Source: an optimization exercise on an open RTL-to-GDS flow (aim: small area, a short achievable clock period and few clock cycles per item). Production flows keep margins and buffers that such runs may drop. In this exercise RTL edits were held to simulation tests only and were not proved equivalent to the original. No activity file was given, so power comes from the tool's default toggle rates.

<file path="design/flow/constraint.sdc">
create_clock -name core_clock -period 9.0 [get_ports {aclk}]
set_input_delay 1.8000 -clock core_clock [delete_from_list [all_inputs] [get_ports {aclk}]]
set_output_delay 1.8000 -clock core_clock [all_outputs]
set_load 0.01 [all_outputs]
</file>
<file path="design/flow/run.sh">
#!/bin/bash
# synth_recipe.tcl (not shown) runs the flow's synth.tcl, then flattens the netlist and writes it again
# the make line also repeats each setting of config.mk as NAME=value (left out here)
make -C /OpenROAD-flow-scripts/flow DESIGN_CONFIG=/design/flow/config.mk WORK_HOME=/design/flow/orfs CLKGATE_MAP_FILE= SYNTH_SCRIPT=/design/flow/synth_recipe.tcl finish
</file>
<file path="design/flow/config.mk">
export PLATFORM = sky130hd
export DESIGN_NAME = combinatorial_sequence_generator
export DESIGN_NICKNAME = combinatorial_sequence_generator
export VERILOG_FILES = /design/flow/design.v
export SDC_FILE = /design/flow/constraint.sdc
export NUM_CORES = 4
export LEC_CHECK = 0
export CAP_MARGIN = 20
export CORE_MARGIN = 2
export CORE_UTILIZATION = 40
export SLEW_MARGIN = 20
</file>
<file path="design/flow/design.v">
package csg_pkg;
    localparam int MAX_ITEMS_DEF = 16;
    localparam int MAX_PICKS_DEF = 8;
    localparam logic [1:0] MODE_WORDS = 2'd0;
    localparam logic [1:0] MODE_PERM  = 2'd1;
    localparam logic [1:0] MODE_COMB  = 2'd2;
    localparam logic [1:0] MODE_MULTI = 2'd3;
    localparam logic [1:0] REQ_ADVANCE = 2'd0;
    localparam logic [1:0] REQ_RESTART = 2'd1;
    localparam logic [1:0] REQ_WRITE   = 2'd2;
    localparam logic [1:0] REQ_NONE    = 2'd3;
    localparam logic [1:0] CFG_MODE  = 2'd0;
    localparam logic [1:0] CFG_ITEMS = 2'd1;
    localparam logic [1:0] CFG_PICKS = 2'd2;
    typedef struct packed {
        logic [3:0]  position_index;
        logic [31:0] item_value;
        logic        last;
        logic        wrapped;
        logic        error;
    } result_t;
endpackage
import csg_pkg::*;
module csg_engine
#(
    parameter int MAX_ITEMS = csg_pkg::MAX_ITEMS_DEF,
    parameter int MAX_PICKS = csg_pkg::MAX_PICKS_DEF
) (
    input  logic        aclk,
    input  logic        aresetn,
    input  logic        cfg_wr,
    input  logic [1:0]  mode,
    input  logic [4:0]  item_count,
    input  logic [3:0]  pick_count,
    input  logic        start,
    input  logic        restart,
    output logic        busy,
    output logic        done,
    output logic        wrapped,
    input  logic [3:0]  rd_sel,
    output logic [3:0]  rd_pos
);
    localparam int PW = $clog2(MAX_PICKS) + 1;
    localparam int IW = 4;
    localparam logic [3:0] ST_IDLE  = 4'd0;
    localparam logic [3:0] ST_INIT  = 4'd1;
    localparam logic [3:0] ST_SCAN  = 4'd2;
    localparam logic [3:0] ST_FILL  = 4'd3;
    localparam logic [3:0] ST_PMOB  = 4'd4;
    localparam logic [3:0] ST_PFLIP = 4'd5;
    localparam logic [3:0] ST_PSRT  = 4'd6;
    localparam logic [3:0] ST_DONE  = 4'd7;
    localparam logic [3:0] ST_PSWP  = 4'd8;
    logic [3:0]    state_reg, state_next;
    logic [IW-1:0] pos_reg [MAX_PICKS];
    logic          dir_reg [MAX_PICKS];
    logic [PW-1:0] mob_reg;
    logic [PW-1:0] i_reg;
    logic [PW-1:0] j_reg;
    logic          wrap_reg;
    logic          pcomb_reg;
    logic [IW-1:0] moved_reg, grt_reg;
    logic          sw_reg;
    logic [PW-1:0] best_reg;
    logic [PW-1:0] k;
    logic [5:0]    n;
    assign k = PW'(pick_count);
    assign n = 6'(item_count);
    logic [PW-1:0] im1;
    assign im1 = i_reg - PW'(1);
    assign busy    = state_reg != ST_IDLE;
    assign done    = state_reg == ST_DONE;
    assign wrapped = wrap_reg;
    assign rd_pos  = 4'(pos_reg[rd_sel[PW-2:0]]);
    always_comb begin
        state_next = state_reg;
        unique case (state_reg)
            ST_IDLE: if (start) state_next = restart ? ST_INIT : ST_SCAN;
            ST_DONE: state_next = ST_IDLE;
            default: state_next = state_reg;
        endcase
    end
    always_ff @(posedge aclk) begin
        if (!aresetn || cfg_wr) begin
            state_reg <= ST_IDLE;
            wrap_reg  <= 1'b0;
            for (int p = 0; p < MAX_PICKS; p++) begin
                pos_reg[p] <= (cfg_wr && (mode == MODE_PERM || mode == MODE_COMB)
                               && p < int'(k) && item_count != 0 && k != 0
                               && int'(item_count) <= MAX_ITEMS && int'(k) <= MAX_PICKS
                               && 5'(k) <= item_count) ? IW'(p) : '0;
                dir_reg[p] <= 1'b0;
            end
            mob_reg <= (cfg_wr && item_count != 0 && k != 0) ? k - PW'(1) : '0;
        end else begin
            unique case (state_reg)
                ST_IDLE: begin
                    if (start) begin
                        wrap_reg  <= 1'b0;
                        pcomb_reg <= 1'b0;
                        if (!restart) begin
                            if (mode == MODE_PERM) begin
                                if (k < PW'(2) || mob_reg >= k ||
                                    (dir_reg[mob_reg[PW-2:0]] && mob_reg + PW'(1) >= k) ||
                                    (!dir_reg[mob_reg[PW-2:0]] && mob_reg == '0)) begin
                                    state_reg <= ST_PSRT;
                                    i_reg     <= PW'(1);
                                    j_reg     <= PW'(1);
                                end else begin
                                    state_reg <= ST_PSWP;
                                end
                            end else begin
                                state_reg <= ST_SCAN;
                                i_reg     <= k;
                            end
                        end else begin
                            state_reg <= ST_INIT;
                        end
                    end
                end
                ST_INIT: begin
                    for (int p = 0; p < MAX_PICKS; p++) begin
                        pos_reg[p] <= (mode == MODE_PERM || mode == MODE_COMB) &&
                                      p < int'(k) ? IW'(p) : '0;
                        dir_reg[p] <= 1'b0;
                    end
                    mob_reg   <= k - PW'(1);
                    state_reg <= ST_DONE;
                end
                ST_SCAN: begin
                    if (i_reg == '0) begin
                        wrap_reg <= 1'b1;
                        for (int p = 0; p < MAX_PICKS; p++)
                            pos_reg[p] <= (mode == MODE_WORDS || mode == MODE_MULTI ||
                                           p >= int'(k)) ? '0 : IW'(p);
                        state_reg <= pcomb_reg ? ST_PFLIP : ST_DONE;
                    end else if (mode == MODE_WORDS) begin
                        if (6'(pos_reg[im1[PW-2:0]]) + 6'd1 < n) begin
                            pos_reg[im1[PW-2:0]] <= pos_reg[im1[PW-2:0]] + IW'(1);
                            state_reg <= ST_DONE;
                        end else begin
                            pos_reg[im1[PW-2:0]] <= '0;
                            i_reg <= im1;
                        end
                    end else if (mode == MODE_MULTI) begin
                        if (6'(pos_reg[im1[PW-2:0]]) + 6'd1 < n) begin
                            pos_reg[im1[PW-2:0]] <= pos_reg[im1[PW-2:0]] + IW'(1);
                            j_reg <= i_reg;
                            state_reg <= ST_FILL;
                        end else begin
                            i_reg <= im1;
                        end
                    end else begin
                        if (6'(pos_reg[im1[PW-2:0]]) < n - 6'(k) + 6'(im1)) begin
                            pos_reg[im1[PW-2:0]] <= pos_reg[im1[PW-2:0]] + IW'(1);
                            j_reg <= i_reg;
                            state_reg <= ST_FILL;
                        end else begin
                            i_reg <= im1;
                        end
                    end
                end
                ST_FILL: begin
                    if (j_reg >= k) begin
                        state_reg <= pcomb_reg ? ST_PFLIP : ST_DONE;
                    end else begin
                        pos_reg[j_reg[PW-2:0]] <= (mode == MODE_MULTI) ?
                            pos_reg[im1[PW-2:0]] :
                            pos_reg[j_reg[PW-2:0] - (PW-1)'(1)] + IW'(1);
                        j_reg <= j_reg + PW'(1);
                    end
                end
                ST_PSWP: begin
                    for (int p = 0; p < MAX_PICKS; p++) begin
                        if (PW'(p) == mob_reg) begin
                            if (dir_reg[p]) begin
                                pos_reg[p] <= pos_reg[(p + 1) % MAX_PICKS];
                                pos_reg[(p + 1) % MAX_PICKS] <= pos_reg[p];
                                dir_reg[p] <= dir_reg[(p + 1) % MAX_PICKS];
                                dir_reg[(p + 1) % MAX_PICKS] <= dir_reg[p];
                            end else begin
                                pos_reg[p] <= pos_reg[(p + MAX_PICKS - 1) % MAX_PICKS];
                                pos_reg[(p + MAX_PICKS - 1) % MAX_PICKS] <= pos_reg[p];
                                dir_reg[p] <= dir_reg[(p + MAX_PICKS - 1) % MAX_PICKS];
                                dir_reg[(p + MAX_PICKS - 1) % MAX_PICKS] <= dir_reg[p];
                            end
                        end
                    end
                    moved_reg <= pos_reg[mob_reg[PW-2:0]];
                    grt_reg   <= '0;
                    sw_reg    <= 1'b0;
                    best_reg  <= PW'(0);
                    i_reg     <= '0;
                    state_reg <= ST_PFLIP;
                end
                ST_PFLIP: begin
                    if (pcomb_reg) begin
                        for (int p = 0; p < MAX_PICKS; p++) dir_reg[p] <= 1'b0;
                        mob_reg   <= k - PW'(1);
                        state_reg <= ST_DONE;
                    end else if (i_reg >= k) begin
                        mob_reg   <= sw_reg ? best_reg : k;
                        state_reg <= ST_DONE;
                    end else begin
                        state_reg <= ST_PMOB;
                    end
                end
                ST_PMOB: begin
                    logic d;
                    logic inr;
                    logic [PW-1:0] nb;
                    logic [IW-1:0] pv;
                    d   = dir_reg[i_reg[PW-2:0]];
                    pv  = pos_reg[i_reg[PW-2:0]];
                    if (pv > moved_reg) d = ~d;
                    dir_reg[i_reg[PW-2:0]] <= d;
                    if (d) begin
                        nb = i_reg + PW'(1);
                        inr = nb < k;
                    end else begin
                        nb = im1;
                        inr = i_reg != '0;
                    end
                    if (inr && pv >= grt_reg && pv > pos_reg[nb[PW-2:0]]) begin
                        grt_reg  <= pv;
                        best_reg <= i_reg;
                        sw_reg   <= 1'b1;
                    end
                    i_reg     <= i_reg + PW'(1);
                    state_reg <= ST_PFLIP;
                end
                ST_PSRT: begin
                    if (i_reg >= k) begin
                        pcomb_reg <= 1'b1;
                        i_reg     <= k;
                        state_reg <= ST_SCAN;
                    end else if (j_reg != '0 &&
                                 pos_reg[j_reg[PW-2:0] - (PW-1)'(1)] >
                                 pos_reg[j_reg[PW-2:0]]) begin
                        pos_reg[j_reg[PW-2:0]] <= pos_reg[j_reg[PW-2:0] - (PW-1)'(1)];
                        pos_reg[j_reg[PW-2:0] - (PW-1)'(1)] <= pos_reg[j_reg[PW-2:0]];
                        j_reg <= j_reg - PW'(1);
                    end else begin
                        i_reg <= i_reg + PW'(1);
                        j_reg <= i_reg + PW'(1);
                    end
                end
                ST_DONE: state_reg <= state_next;
                default: state_reg <= ST_IDLE;
            endcase
        end
    end
endmodule
import csg_pkg::*;
module combinatorial_sequence_generator
#(
    parameter int MAX_ITEMS = csg_pkg::MAX_ITEMS_DEF,
    parameter int MAX_PICKS = csg_pkg::MAX_PICKS_DEF
) (
    input  logic        aclk,
    input  logic        aresetn,
    input  logic        cfg_we,
    input  logic [1:0]  cfg_index,
    input  logic [4:0]  cfg_data,
    input  logic        s_tvalid,
    output logic        s_tready,
    input  logic [39:0] s_tdata,    
    output logic        m_tvalid,
    input  logic        m_tready,
    output logic [39:0] m_tdata,    
    output logic        m_tlast,
    output logic [1:0]  m_tuser     
);
    logic [1:0]  mode_reg;
    logic [4:0]  items_reg;
    logic [3:0]  picks_reg;
    logic [31:0] vtab [MAX_ITEMS];
    logic [1:0]  req_type;
    logic [3:0]  table_index;
    logic [31:0] table_value;
    assign req_type    = s_tdata[1:0];
    assign table_index = s_tdata[5:2];
    assign table_value = s_tdata[37:6];
    logic cfg_ok;
    assign cfg_ok = items_reg != 0 && picks_reg != 0 &&
                    int'(items_reg) <= MAX_ITEMS && int'(picks_reg) <= MAX_PICKS &&
                    !((mode_reg == MODE_PERM || mode_reg == MODE_COMB) &&
                      5'(picks_reg) > items_reg);
    logic        emit_reg;
    logic [3:0]  cnt_reg;
    logic        ebusy, edone, ewrap, start;
    logic [3:0]  rd_pos;
    logic        ov_reg;
    csg_pkg::result_t res_reg;
    assign s_tready = !ebusy && !emit_reg && !ov_reg;
    assign start = s_tvalid && s_tready && cfg_ok &&
                   (req_type == REQ_ADVANCE || req_type == REQ_RESTART);
    csg_engine #(.MAX_ITEMS(MAX_ITEMS), .MAX_PICKS(MAX_PICKS)) u_engine (
        .aclk(aclk), .aresetn(aresetn),
        .cfg_wr(cfg_we && (cfg_index == CFG_MODE || cfg_index == CFG_ITEMS ||
                           cfg_index == CFG_PICKS)),
        .mode(cfg_index == CFG_MODE && cfg_we ? cfg_data[1:0] : mode_reg),
        .item_count(cfg_index == CFG_ITEMS && cfg_we ? cfg_data : items_reg),
        .pick_count(cfg_index == CFG_PICKS && cfg_we ? cfg_data[3:0] : picks_reg),
        .start(start), .restart(req_type == REQ_RESTART),
        .busy(ebusy), .done(edone), .wrapped(ewrap),
        .rd_sel(cnt_reg), .rd_pos(rd_pos)
    );
    always_ff @(posedge aclk) begin
        if (s_tvalid && s_tready && req_type == REQ_WRITE &&
            int'(table_index) < MAX_ITEMS)
            vtab[table_index] <= table_value;
    end
    always_ff @(posedge aclk) begin
        if (!aresetn) begin
            mode_reg  <= MODE_WORDS;
            items_reg <= 5'd2;
            picks_reg <= 4'd1;
            emit_reg  <= 1'b0;
            ov_reg    <= 1'b0;
            m_tvalid  <= 1'b0;
            cnt_reg   <= '0;
        end else begin
            if (cfg_we) begin
                unique case (cfg_index)
                    CFG_MODE:  mode_reg  <= cfg_data[1:0];
                    CFG_ITEMS: items_reg <= cfg_data;
                    CFG_PICKS: picks_reg <= cfg_data[3:0];
                    default: ;
                endcase
            end
            if (s_tvalid && s_tready && !cfg_ok &&
                (req_type == REQ_ADVANCE || req_type == REQ_RESTART)) begin
                ov_reg <= 1'b1;
            end
            if (edone) begin
                emit_reg <= 1'b1;
                cnt_reg  <= '0;
            end
            if (!m_tvalid || m_tready) begin
                if (ov_reg) begin
                    res_reg.position_index <= '0;
                    res_reg.item_value     <= '0;
                    res_reg.last           <= 1'b1;
                    res_reg.wrapped        <= 1'b0;
                    res_reg.error          <= 1'b1;
                    m_tvalid <= 1'b1;
                    ov_reg   <= 1'b0;
                end else if (emit_reg) begin
                    res_reg.position_index <= rd_pos;
                    res_reg.item_value     <= vtab[rd_pos];
                    res_reg.last           <= (5'(cnt_reg) + 5'd1 == 5'(picks_reg));
                    res_reg.wrapped        <= ewrap;
                    res_reg.error          <= 1'b0;
                    m_tvalid <= 1'b1;
                    cnt_reg  <= cnt_reg + 4'd1;
                    if (5'(cnt_reg) + 5'd1 == 5'(picks_reg)) emit_reg <= 1'b0;
                end else begin
                    m_tvalid <= 1'b0;
                end
            end
        end
    end
    assign m_tdata = {4'd0, res_reg.item_value, res_reg.position_index};
    assign m_tlast = res_reg.last;
    assign m_tuser = {res_reg.error, res_reg.wrapped};
endmodule
</file>
==> flow_summary.ini <==
[cts]
clk_latency_ps = 630
clk_pin_slew_ps = 60
cts_buffer_depth = 3
cts_buffers = 72
htreeDepth = 3
cts_sinks = 649
cts_resized = 0
cts-root-buf = clkbuf_16
cts.hold.buffers_added = 0
cts_setup_buffers = 0
cts_tree = built

[global_route]
grt_max_degree = 214
grtUsageTotal = 0.233
grt_pass1_wl_um = 144000
antenna_found_initial = 3
overflow = 0
grt_pass1_vias = 22585

[pwr]
cellPowerDensity_mw_per_mm2 = 195
intPower_mw = 5.31
leakagePower_nw = 12.6
vdd_drop_max_v = 0.000137
clkPwrFrac = 0.411
power_mw = 7.07
p_switching_mw = 1.76
switching_share = 0.249
pwr-share-comb = 0.107
p_seq_frac = 0.483

[timing]
hold_slack_ps = 508
setup_violations = 0
relSlewSlack = 0.189
max_freq_mhz = 140
layout_min_cycle_time_ps = 7150
fin_worst_skew_ps = 30.3
post-route-period-util = 0.795
hold_violations = 0
rsz0062_at_grt = no
slew_viol_final = 0
worst_slew_pin_slew_ps = 1210
tns_ps = 0

[layout]
area_growth_pct = 13.8
largest_register_ffs = 512
final_util = 0.460
layout-drive-gt1-share = 0.0961
final_cell_area_sq_mm = 0.0363
layout.nets = 2889

[yosys]
synthTopCellsByCount = 625 x nand2_1, 616 x edfxtp_1, 183 x nand3_1
yosysMostFrequentCell = nand2_1
ys_seq_area_frac = 0.601
ys.flop_type = edfxtp_1
ys_warn_count = 2
ys_ff_latch = 649
synth.area.top_cells = edfxtp_1 58%, nand2_1 7.4%, mux4_2 3.5%, nand3_1 2.9%, a311oi_1 2.8%
synth_area_sq_mm = 0.0319
yosys.area.top_type_share = 0.581
synth_edf_count = 616
postSynthAreaPerCell_sq_um = 11.7
synthCells = 2727
synth_cell_type_count = 87
async_reset_ff_frac = 0
synth_top_area_cell = edfxtp_1

[setup_path]
arrival_ps = 7460
rr_worst_depth = 15
crit_path_top_delay_cell = a22o_1
cp-endpoint = u_engine.pos_reg[0][2]$_DFFE_PP_
startpoint = cfg_index[1]
path_depth = 17
reg2reg_from = u_engine.j_reg[0]$_DFFE_PN_
crit_path_start_kind = primary input
crit_path_end_kind = flop
timing.rr.end = u_engine.pos_reg[0][2]$_DFFE_PP_
path_class = primary input to flop
max_stage_delay_ps = 730
crit_chain = clkdlybuf4s50_1 -> nand3b_1 -> mux2i_1 -> fa_1 -> inv_1 -> ha_1 -> nor2_1 -> nor2_1 -> xnor2_1 -> ha_1 -> a2111oi_0 -> a22oi_2 -> a221o_1 -> o211ai_1 -> a22o_1 -> nand2_1 -> nand4_1
cp.buffers_inverters = 2
worstPathRequired_ps = 9310
r2r_slack_ps = 2330
cp_top_family = compound AO/OA/AOI/OAI gates
cp_max_fo = 18

[floorplanning]
core_sq_mm = 0.0789
io_pins = 97
die-width_um = 286
fp.dieArea_sq_mm = 0.0819
die_h_um = 286
start_util = 0.404
row_count = 103

[place]
io_buffers = 90
place_area_sq_mm = 0.0339
gp_congestion = 0.976
dp_hpwl_um = 56600

[drt]
wl_per_cell_um = 25.0
firstDrtPassIters = 6
avgViaCountPerCell = 5.97
drt_first_iter_violations = 2668
vias = 23101
remaining_drc_errors = 0
wirelength_um = 96700
ant_nets = 0

[status]
status = timing/DRC/antenna clean

[worst_hold_path]
hold_class = flop to flop

[job]
drv_cap = 0
layer usage:
metal  track usage  part of all wire  up-vias
met1         0.311              0.41    11508
met3        0.0343             0.077      225
met2         0.382              0.47     1005
met5             0           0.00010        -
li1              -                 -    10361
met4        0.0962             0.040        2
logic make-up (layout without fill, tap and decap cells):
group	after synthesis	in the layout	share of synthesized area
compound gates	462	462	0.108
xor+xnor	32	32	0.00939
fa+ha+maj	73	73	0.0293
buf+inv	241	332	0.0307
flops	649	649	0.601
mux	125	125	0.0599
other cells	1	5	0.000118
simple gates	1144	1144	0.161
worst min path at each step:
stage	startpoint	end	slack, ps	depth (start not counted)
after floorplan	ov_reg$_SDFF_PN0_	res_reg[0]$_SDFFCE_PP1P_	410	0
after global routing	u_engine.wrap_reg$_SDFFE_PN0P_	u_engine.wrap_reg$_SDFFE_PN0P_	550	1
final	u_engine.wrap_reg$_SDFFE_PN0P_	u_engine.wrap_reg$_SDFFE_PN0P_	510	1
after global placement	u_engine.wrap_reg$_SDFFE_PN0P_	u_engine.wrap_reg$_SDFFE_PN0P_	490	1
after CTS	emit_reg$_SDFF_PN0_	emit_reg$_SDFF_PN0_	510	1
after detailed placement	u_engine.wrap_reg$_SDFFE_PN0P_	u_engine.wrap_reg$_SDFFE_PN0P_	490	1
cell usage in the layout (no fill, tap or decap), types with 51 or more instances in the layout:
| master | n |
|---|---|
| nand2_1 | 625 |
| edfxtp_1 | 616 |
| nand3_1 | 183 |
| nor2_1 | 105 |
| a311oi_1 | 103 |
| clkdlybuf4s50_1 | 90 |
| and3_1 | 74 |
| clkbuf_16 | 74 |
| ha_1 | 69 |
| inv_1 | 65 |
| a31oi_1 | 57 |
| a21oi_1 | 51 |
area by class of cell:
type                       instances  area, sq um
inverter                          71          269
tap                             1050         1310
clock buffer                      94         1950
clock inverter                    36          402
fill                            7152        42600
multi-input combinational       1840        11900
antenna                            1         2.50
sequential                       649        19200
timing repair buffer             131         1230
through the flow:
step,setup slack (ps),std cells
CTS,1990,3871
detailed placement,1340,3741
global placement,1500,3741
floorplan,2950,2730
global route,1490,3871
finish,1850,3872
power by group through the flow:
stage	Clock (mW)	Sequential [mW]	Combinational, mW
2_1_floorplan	0	3.43	0.499
3_3_place_gp	0	3.47	0.727
3_5_place_dp	0	3.47	0.744
4_1_cts	2.96	3.41	0.748
5_1_grt	3.08	3.41	0.820
6_report	2.90	3.41	0.754
Testbench counts, summed over its fixed seeds: cycles 42,147, results 17,712.

afterwards: timing with drivers on the ports:
The flow's constraints put no driver on any port. The routed layout listed below was extracted and timed again, unchanged, in two steps.
Step 1 sets driving cells, clkbuf_16 on the clock port and buf_2 on the other inputs (assumed; they add their load-dependent delay and slew).
Step 2 also shifts input and output timing later by t, the mid clock arrival at the registers, as if the neighbouring blocks saw the same clock.
a / b / c = ideal / step 1 / step 2; a / b = the first two.
t, ns: 0.686
slack for setup (ns): 1.849 / 1.894 / 1.207
hold slack, ns: 0.508 / 0.508 / 0.508
latest minus earliest clock arrival (ns): 0.031 / 0.031
slew at the worst register clock pin (ns): 0.07 / 0.07
After both steps setup and hold are still met in this run. For this run, drivers alone change the setup slack by +0.045 ns; drivers and shift together by -0.642 ns.
